This is an optimization exercise on Yosys and OpenROAD, whose aim is small area, not a production implementation.
Function was checked by simulation only, so behaviour that the tests miss may differ from the original.
Power is estimated from default activity; no workload was simulated.

### run.sh
#!/bin/bash
# synth_recipe.tcl (not shown) runs the flow's synth.tcl, then flattens the netlist and writes it again
# the make line also repeats each setting of config.mk as NAME=value (left out here)
make -C /OpenROAD-flow-scripts/flow DESIGN_CONFIG=/design/flow/config.mk WORK_HOME=/design/flow/orfs CLKGATE_MAP_FILE= SYNTH_SCRIPT=/design/flow/synth_recipe.tcl finish
### config.mk
export PLATFORM = sky130hd
export DESIGN_NAME = noise_top
export DESIGN_NICKNAME = noise_top
export VERILOG_FILES = /design/flow/design.v
export SDC_FILE = /design/flow/constraint.sdc
export NUM_CORES = 4
export LEC_CHECK = 0
export CAP_MARGIN = 20
export CORE_MARGIN = 2
export CORE_UTILIZATION = 40
export SLEW_MARGIN = 20
### constraint.sdc
create_clock -name core_clock -period 10.0 [get_ports {clk}]
set_input_delay 2.0000 -clock core_clock [delete_from_list [all_inputs] [get_ports {clk}]]
set_output_delay 2.0000 -clock core_clock [all_outputs]
set_load 0.01 [all_outputs]
### design.v
package video_pkg;
	typedef logic [31:0] pixel_t;
	typedef logic [7:0] luma_t;
	typedef logic [15:0] dim_t;
	typedef logic [31:0] block_count_t;
	typedef logic [0:0] reg_addr_t;
	localparam int blue_lsb = 0;
	localparam int green_lsb = 8;
	localparam int red_lsb = 16;
	localparam int channel_width = 8;
	localparam int block_size = 8;
	localparam int samples_per_block = block_size * block_size;
	localparam int block_shift = $clog2(samples_per_block);
	localparam reg_addr_t reg_addr_width = 1'b0;
	localparam reg_addr_t reg_addr_height = 1'b1;
endpackage
package noise_pkg;
	typedef logic [13:0] sum_t;
	typedef logic [21:0] sum_sq_t;
	typedef logic [15:0] variance_t;
	typedef struct packed {
		logic sof;
		logic [7:0] luma;  
	} luma_sample_t;
	typedef struct packed {
		logic [15:0] width;  
		logic [15:0] height;  
		logic [31:0] blocks;  
	} frame_cfg_t;
	typedef struct packed {
		variance_t variance;
	} block_result_t;
	typedef enum logic [1:0] {
		idle,
		collect,
		report
	} estimator_state_t;
endpackage
`timescale 1ns/1ns
module frame_config_regs (
	input logic clk,
	input logic reset,
	input logic reg_wr_en,
	input video_pkg::reg_addr_t reg_addr,
	input video_pkg::dim_t reg_wdata,
	input video_pkg::reg_addr_t reg_rd_addr,
	output video_pkg::dim_t reg_rdata,
	output noise_pkg::frame_cfg_t cfg
);
	video_pkg::dim_t width_reg;
	video_pkg::dim_t height_reg;
	video_pkg::block_count_t blocks_reg;
	always_ff @(posedge clk) begin
		if (reset) begin
			width_reg <= '0;
			height_reg <= '0;
		end else if (reg_wr_en) begin
			case (reg_addr)
				video_pkg::reg_addr_width: width_reg <= reg_wdata;
				video_pkg::reg_addr_height: height_reg <= reg_wdata;
				default: width_reg <= width_reg;
			endcase
		end
	end
	always_ff @(posedge clk) begin
		if (reset) begin
			blocks_reg <= '0;
		end else begin
			blocks_reg <= (video_pkg::block_count_t'(width_reg) * video_pkg::block_count_t'(height_reg))
				>> video_pkg::block_shift;
		end
	end
	assign reg_rdata = (reg_rd_addr == video_pkg::reg_addr_width) ? width_reg : height_reg;
	assign cfg = {width_reg, height_reg, blocks_reg};
endmodule
`timescale 1ns/1ns
module pixel_ingest (
	input logic clk,
	input logic reset,
	input video_pkg::pixel_t s_axis_tdata,
	input logic s_axis_tvalid,
	input logic s_axis_tuser,
	output logic s_axis_tready,
	output noise_pkg::luma_sample_t sample,
	output logic sample_valid
);
	logic accept;
	logic [9:0] rgb_sum;
	assign accept = s_axis_tvalid & s_axis_tready;
	assign rgb_sum = 10'(s_axis_tdata[video_pkg::red_lsb +: video_pkg::channel_width])
		+ 10'(s_axis_tdata[video_pkg::green_lsb +: video_pkg::channel_width])
		+ 10'(s_axis_tdata[video_pkg::blue_lsb +: video_pkg::channel_width]);
	always_ff @(posedge clk) begin
		if (reset) begin
			s_axis_tready <= 1'b0;
		end else begin
			s_axis_tready <= 1'b1;
		end
	end
	always_ff @(posedge clk) begin
		if (reset) begin
			sample_valid <= 1'b0;
		end else begin
			sample_valid <= accept;
		end
	end
	always_ff @(posedge clk) begin
		if (accept) begin
			sample.luma <= video_pkg::luma_t'(rgb_sum / 10'd3);
			sample.sof <= s_axis_tuser;
		end
	end
endmodule
`timescale 1ns/1ns
module block_stats (
	input logic clk,
	input logic reset,
	input noise_pkg::luma_sample_t sample,
	input logic sample_valid,
	output logic frame_start,
	output noise_pkg::block_result_t result,
	output logic result_valid
);
	logic [video_pkg::block_shift-1:0] sample_count;
	logic last_sample;
	logic [15:0] luma_sq;
	noise_pkg::sum_t acc_sum;
	noise_pkg::sum_sq_t acc_sum_sq;
	noise_pkg::sum_t blk_sum;
	noise_pkg::sum_sq_t blk_sum_sq;
	logic blk_valid;
	logic sof_d1;
	video_pkg::luma_t blk_mean;
	noise_pkg::variance_t blk_mean_sq;
	noise_pkg::variance_t mean_squared;
	assign luma_sq = sample.luma * sample.luma;
	assign last_sample = (sample_count == video_pkg::samples_per_block - 1);
	always_ff @(posedge clk) begin
		if (reset) begin
			sample_count <= '0;
			acc_sum <= '0;
			acc_sum_sq <= '0;
		end else if (sample_valid) begin
			if (sample.sof) begin
				sample_count <= video_pkg::block_shift'(1);
				acc_sum <= noise_pkg::sum_t'(sample.luma);
				acc_sum_sq <= noise_pkg::sum_sq_t'(luma_sq);
			end else if (last_sample) begin
				sample_count <= '0;
				acc_sum <= '0;
				acc_sum_sq <= '0;
			end else begin
				sample_count <= sample_count + 1'b1;
				acc_sum <= acc_sum + noise_pkg::sum_t'(sample.luma);
				acc_sum_sq <= acc_sum_sq + noise_pkg::sum_sq_t'(luma_sq);
			end
		end
	end
	always_ff @(posedge clk) begin
		if (sample_valid && last_sample) begin
			blk_sum <= acc_sum + noise_pkg::sum_t'(sample.luma);
			blk_sum_sq <= acc_sum_sq + noise_pkg::sum_sq_t'(luma_sq);
		end
	end
	assign blk_mean = video_pkg::luma_t'(blk_sum >> video_pkg::block_shift);
	assign blk_mean_sq = noise_pkg::variance_t'(blk_sum_sq >> video_pkg::block_shift);
	assign mean_squared = blk_mean * blk_mean;
	always_ff @(posedge clk) begin
		if (blk_valid) begin
			result.variance <= blk_mean_sq - mean_squared;
		end
	end
	always_ff @(posedge clk) begin
		if (reset) begin
			blk_valid <= 1'b0;
			result_valid <= 1'b0;
			sof_d1 <= 1'b0;
			frame_start <= 1'b0;
		end else begin
			blk_valid <= sample_valid & last_sample & ~sample.sof;
			result_valid <= blk_valid;
			sof_d1 <= sample_valid & sample.sof;
			frame_start <= sof_d1;
		end
	end
endmodule
`timescale 1ns/1ns
module noise_estimator (
	input logic clk,
	input logic reset,
	input noise_pkg::frame_cfg_t cfg,
	input logic frame_start,
	input noise_pkg::block_result_t result,
	input logic result_valid,
	output noise_pkg::variance_t estimated_noise,
	output logic estimated_noise_ready
);
	noise_pkg::estimator_state_t state;
	video_pkg::block_count_t blk_count;
	video_pkg::block_count_t blk_count_next;
	noise_pkg::variance_t min_var;
	noise_pkg::variance_t min_next;
	logic take_result;
	logic frame_done;
	assign blk_count_next = blk_count + video_pkg::block_count_t'(1);
	assign min_next = (result.variance < min_var) ? result.variance : min_var;
	assign take_result = (state == noise_pkg::collect) && result_valid && !frame_start;
	assign frame_done = take_result && (blk_count_next == cfg.blocks);
	always_ff @(posedge clk) begin
		if (reset) begin
			state <= noise_pkg::idle;
			blk_count <= '0;
		end else begin
			case (state)
				noise_pkg::idle: begin
					if (frame_start) begin
						state <= noise_pkg::collect;
						blk_count <= '0;
					end
				end
				noise_pkg::collect: begin
					if (frame_start) begin
						blk_count <= '0;
					end else if (take_result) begin
						blk_count <= blk_count_next;
						if (frame_done)
							state <= noise_pkg::report;
					end
				end
				noise_pkg::report: begin
					if (frame_start) begin
						state <= noise_pkg::collect;
						blk_count <= '0;
					end else begin
						state <= noise_pkg::idle;
					end
				end
				default: state <= noise_pkg::idle;
			endcase
		end
	end
	always_ff @(posedge clk) begin
		if (frame_start)
			min_var <= '1;
		else if (take_result)
			min_var <= min_next;
		if (frame_done)
			estimated_noise <= min_next;
	end
	assign estimated_noise_ready = (state == noise_pkg::report);
endmodule
`timescale 1ns/1ns
module noise_top (
	input logic clk,
	input logic reset,
	input logic reg_wr_en,
	input video_pkg::reg_addr_t reg_addr,
	input video_pkg::dim_t reg_wdata,
	input video_pkg::reg_addr_t reg_rd_addr,
	output video_pkg::dim_t reg_rdata,
	input video_pkg::pixel_t s_axis_tdata,
	input logic s_axis_tvalid,
	input logic s_axis_tuser,
	output logic s_axis_tready,
	output noise_pkg::variance_t estimated_noise,
	output logic estimated_noise_ready
);
	noise_pkg::frame_cfg_t cfg;
	noise_pkg::luma_sample_t sample;
	logic sample_valid;
	logic frame_start;
	noise_pkg::block_result_t result;
	logic result_valid;
	frame_config_regs u_regs (
		.clk(clk),
		.reset(reset),
		.reg_wr_en(reg_wr_en),
		.reg_addr(reg_addr),
		.reg_wdata(reg_wdata),
		.reg_rd_addr(reg_rd_addr),
		.reg_rdata(reg_rdata),
		.cfg(cfg)
	);
	pixel_ingest u_ingest (
		.clk(clk),
		.reset(reset),
		.s_axis_tdata(s_axis_tdata),
		.s_axis_tvalid(s_axis_tvalid),
		.s_axis_tuser(s_axis_tuser),
		.s_axis_tready(s_axis_tready),
		.sample(sample),
		.sample_valid(sample_valid)
	);
	block_stats u_stats (
		.clk(clk),
		.reset(reset),
		.sample(sample),
		.sample_valid(sample_valid),
		.frame_start(frame_start),
		.result(result),
		.result_valid(result_valid)
	);
	noise_estimator u_estimator (
		.clk(clk),
		.reset(reset),
		.cfg(cfg),
		.frame_start(frame_start),
		.result(result),
		.result_valid(result_valid),
		.estimated_noise(estimated_noise),
		.estimated_noise_ready(estimated_noise_ready)
	);
endmodule
==> results.txt <==
==> cells in the final DEF, fill, tap and decap left out, types with 4 or more instances in the layout <==
| cell type | Yosys | layout |
|---|---|---|
| clkbuf_1 | 117 | 6 |
| clkdlybuf4s50_1 | 0 | 79 |
| xnor2_1 | 95 | 95 |
| xor2_1 | 52 | 52 |
| a21o_1 | 41 | 41 |
| nand4_1 | 16 | 16 |
| a211oi_1 | 12 | 12 |
| dfxtp_1 | 156 | 156 |
| nor3_2 | 2 | 4 |
| o21ai_0 | 77 | 77 |
| nor2_1 | 167 | 167 |
| edfxtp_1 | 65 | 65 |
| a21oi_1 | 142 | 142 |
| a221oi_1 | 12 | 12 |
| o21a_1 | 16 | 16 |
| o22a_1 | 16 | 16 |
| nor4_1 | 9 | 9 |
| buf_4 | 1 | 13 |
| fa_1 | 257 | 257 |
| nand3_1 | 38 | 38 |
| o21ai_1 | 5 | 5 |
| o2111ai_1 | 4 | 4 |
| a22oi_1 | 15 | 15 |
| o211ai_1 | 8 | 8 |
| o21bai_1 | 7 | 7 |
| or2_2 | 5 | 5 |
| and2_1 | 108 | 108 |
| nand2b_1 | 11 | 11 |
| and4_1 | 4 | 4 |
| and3_1 | 19 | 19 |
| inv_1 | 360 | 360 |
| clkbuf_16 | 0 | 26 |
| a31oi_1 | 10 | 10 |
| clkinv_2 | 0 | 6 |
| ha_1 | 230 | 230 |
| or3_1 | 7 | 7 |
| mux2_2 | 34 | 34 |
| nor2b_1 | 25 | 24 |
| nor3_1 | 71 | 69 |
| nand2_1 | 353 | 353 |
==> report_power, final <==
part	internal, mW	switching [mW]
registers	1.10	0.0926
logic	1.48	2.07
clock network	0.532	0.392
total	3.12	2.56
==> worst max-delay path: cells and delay by family <==
| kind | cells | cell delay, ps |
|---|---|---|
| and+or+nand+nor | 9 | 1370 |
| AOI/OAI and AO/OA | 11 | 2680 |
| buffers and inverters | 5 | 790 |
| xor gates and xnor gates | 1 | 140 |
| adders and majority gates | 4 | 1200 |
==> worst min path at each step <==
stage | startpoint | end | slack [ps] | depth (start not counted)
CTS | u_regs.width_reg[9]$_SDFFE_PP0P_ | u_regs.width_reg[9]$_SDFFE_PP0P_ | 460 | 2
detailed placement | u_regs.width_reg[9]$_SDFFE_PP0P_ | u_regs.width_reg[9]$_SDFFE_PP0P_ | 460 | 2
global route | u_stats.sof_d1$_SDFF_PP0_ | u_stats.frame_start$_SDFF_PP0_ | 490 | 1
finish | u_regs.width_reg[9]$_SDFFE_PP0P_ | u_regs.width_reg[9]$_SDFFE_PP0P_ | 460 | 2
global placement | u_regs.width_reg[9]$_SDFFE_PP0P_ | u_regs.width_reg[9]$_SDFFE_PP0P_ | 450 | 2
floorplan | u_stats.sof_d1$_SDFF_PP0_ | u_stats.frame_start$_SDFF_PP0_ | 410 | 1
==> cell type report <==
class | count | area (um2)
Fill cell | 5572 | 32200
Multi-Input combinational cell | 1940 | 16400
Sequential cell | 221 | 5070
Inverter | 362 | 1360
Tap cell | 765 | 957
Timing Repair Buffer | 92 | 888
Clock buffer | 35 | 714
Clock inverter | 13 | 118
==> metrics by stage <==
step	total power, mW	hold slack [ps]	util (%)	worst slack (ps)
global route	6.23	493	44.3	1700
global placement	4.62	446	42.8	1950
finish	5.68	464	44.3	2130
floorplan	3.97	414	-	3010
CTS	5.70	465	44.2	2350
detailed placement	4.74	457	42.8	1770
==> layer usage <==
layer / up-vias / track usage (%)
li1: 8659 / -
met4: 0 / 3.71
met1: 8705 / 25.5
met5: - / 0
met3: 59 / 2.54
met2: 439 / 29.9
==> kinds of logic (layout without fill, tap and decap cells) <==
family,after synthesis,count (layout)
simple gates,847,847
buf+inv,489,502
fa+ha+maj,488,488
compound gates,421,421
flops,221,221
xor+xnor,147,147
mux,37,37
==> impl_results.md <==
- Hold buffers post-CTS: 0
- Antenna-violating nets left: 0
- Worst Reg-to-Reg Cells: 25
- Post-synthesis cell area: 0.0233 mm2
- Worst vdd ir: 0.000392 V
- Reg2reg start: u_regs.width_reg[8]$_SDFFE_PP0P_
- Row Count: 88
- XOR/XNOR Fraction of Synth Area: 5.52%
- Largest register FFs: 32
- CP endpoint: u_ingest.sample[0]$_DFFE_PP_
- Setup TNS: 0 ps
- Post-CTS Setup Inserts: 0
- Post-synth top area cell: fa_1
- Headroom to the max-slew limit: 34.3%
- Area growth syn-to-layout: 9.44%
- Netlist cell types: 86
- Area fraction of the dominant cell type after synthesis: 22.1%
- CTS buffer count: 26
- Cell area after layout: 0.0255 mm2
- Clock Sinks: 221
- Count leader, synth: inv_1
- RSZ-0062 raised after global routing: false
- Synth top area cells: fa_1, dfxtp_1, ha_1, edfxtp_1, inv_1
- Pleak: 11.7 nW
- MaxCap Viol Count: 0
- DRC violation count after routing: 0
- Post-Route WL: 53.9 mm
- WP data required: 10300 ps
- Vias in the first global route: 18200
- Synthesized netlist cell count: 2650
- Resize count post-CTS: 0
- DR pass1 iterations: 5
- Met3 WL: 2.77 mm
- Die area: 0.0603 mm2
- Critical path fanouts, max: 11
- # diodes: 0
- Register area share after synthesis: 21.8%
- Post-route met1 wirelength: 25.5 mm
- CP max stage cell: clkdlybuf4s50_1
- Via count: 17900
- CTS Root Cell: clkbuf_16
- R2R Path End: u_regs.blocks_reg[24]$_SDFF_PP0_
- Mean post-synth cell area: 8.80 um2
- Min cycle time layout: 7870 ps
- Clk Latency, worst-skew pair: 560 ps
- Adder-Cell Fraction of Synth Area: 34.4%
- I/O Buffers: 80
- Compound-Gate Fraction of Synth Area: 11.9%
- Final worst-path cycle share: 78.7%
- PwrDens: 222 mW/mm2
- Critical Path Sink Type: flip-flop
- Asr flop ratio synth: 0%
- HPWL after DPL: 40.1 mm
- Critical path data arrival time: 8170 ps
- Number of enable flip-flop cells after synthesis: 65
- Die height: 246 um
- Post-Place Cell Area: 0.0247 mm2
- Layout cell share with drive strength beyond 1: 4.36%
- Min-delay worst type: flip-flop to flip-flop
- Final hold violations: 0
- Main combinational cell family by area after synthesis: adder cells
- Critical path class: input pin to flip-flop
- Starting Density: 40.4%
- Simple-gate share of the synthesized area: 16.7%
- Clk buf depth: 3
- Most used cell, CP: nor2_1
- CTS tree: built
- Wirelength per Cell: 15.7 um
- Number of nets in the layout: 3185
- Status: finished clean
- Final setup fails: 0
- Worst Setup SP: s_axis_tdata[8]
- Mux share of post-synthesis cell area: 1.77%
- GP Congestion: 0.854
- Critical path launch point type: input pin
- Slowest cell delay on critical path: 460 ps
- H-Tree Depth: 1
- Commonest cells post-synth: inv_1, nand2_1, fa_1, ha_1, nor2_1
- Fin cells: 3428
- Boundary Pins: 89
- Slew Viols, Final: 0
- Clock Pin Slew Worst Setup and Hold Paths: 60 ps
- GRT Total Usage: 18.2%
- Max Used Layer: met4
- Final setup skew: 11.2 ps
- Syn_nets: 3192
- Die X: 246 um
- Measured slew at the worst slew-check pin: 984 ps
- Core Box Area: 0.0577 mm2
- Initial antenna violation count: 0
- Post-DR vias/cell: 5.21
- Ys Warns: 4
- Starting DRC count in detailed routing: 1147
- Register bit total from synthesis: 221
- Dpl cells: 3380
- Reg2Reg Setup Slack: 2590 ps
- Predominant post-synthesis flop cell: dfxtp_1
- First-pass GRT wire length: 90.9 mm
- Pin count of the biggest net entering global routing: 82
- DR WL met2: 24.7 mm
- FMAX: 127 MHz
- GRT Residual Overflow: 0

[re-timing with driven ports]
Ports are ideal in the flow. The routed layout listed here was re-timed in OpenROAD.
Step 1 (the two cells are an assumption about what drives the block):
set clk [get_ports {clk}]
set_driving_cell -lib_cell sky130_fd_sc_hd__clkbuf_16 $clk
set_driving_cell -lib_cell sky130_fd_sc_hd__buf_2 [delete_from_list [all_inputs] $clk]
Step 2 times the ports against the registers' clock, not the clock port: input delays grow and output delays shrink by t, the midpoint of the rising clock arrivals with the driver on.
a / b / c = no drivers / after step 1 / after step 2; a / b = the first two.
t (ns): 0.610
setup WS [ns]: 2.130 / 2.160 / 1.550
worst data-port slew with drivers (ns): 0.09
After both steps this run still meets setup and hold. The setup slack of this run moves by +0.030 ns with the drivers and by -0.580 ns with both steps.
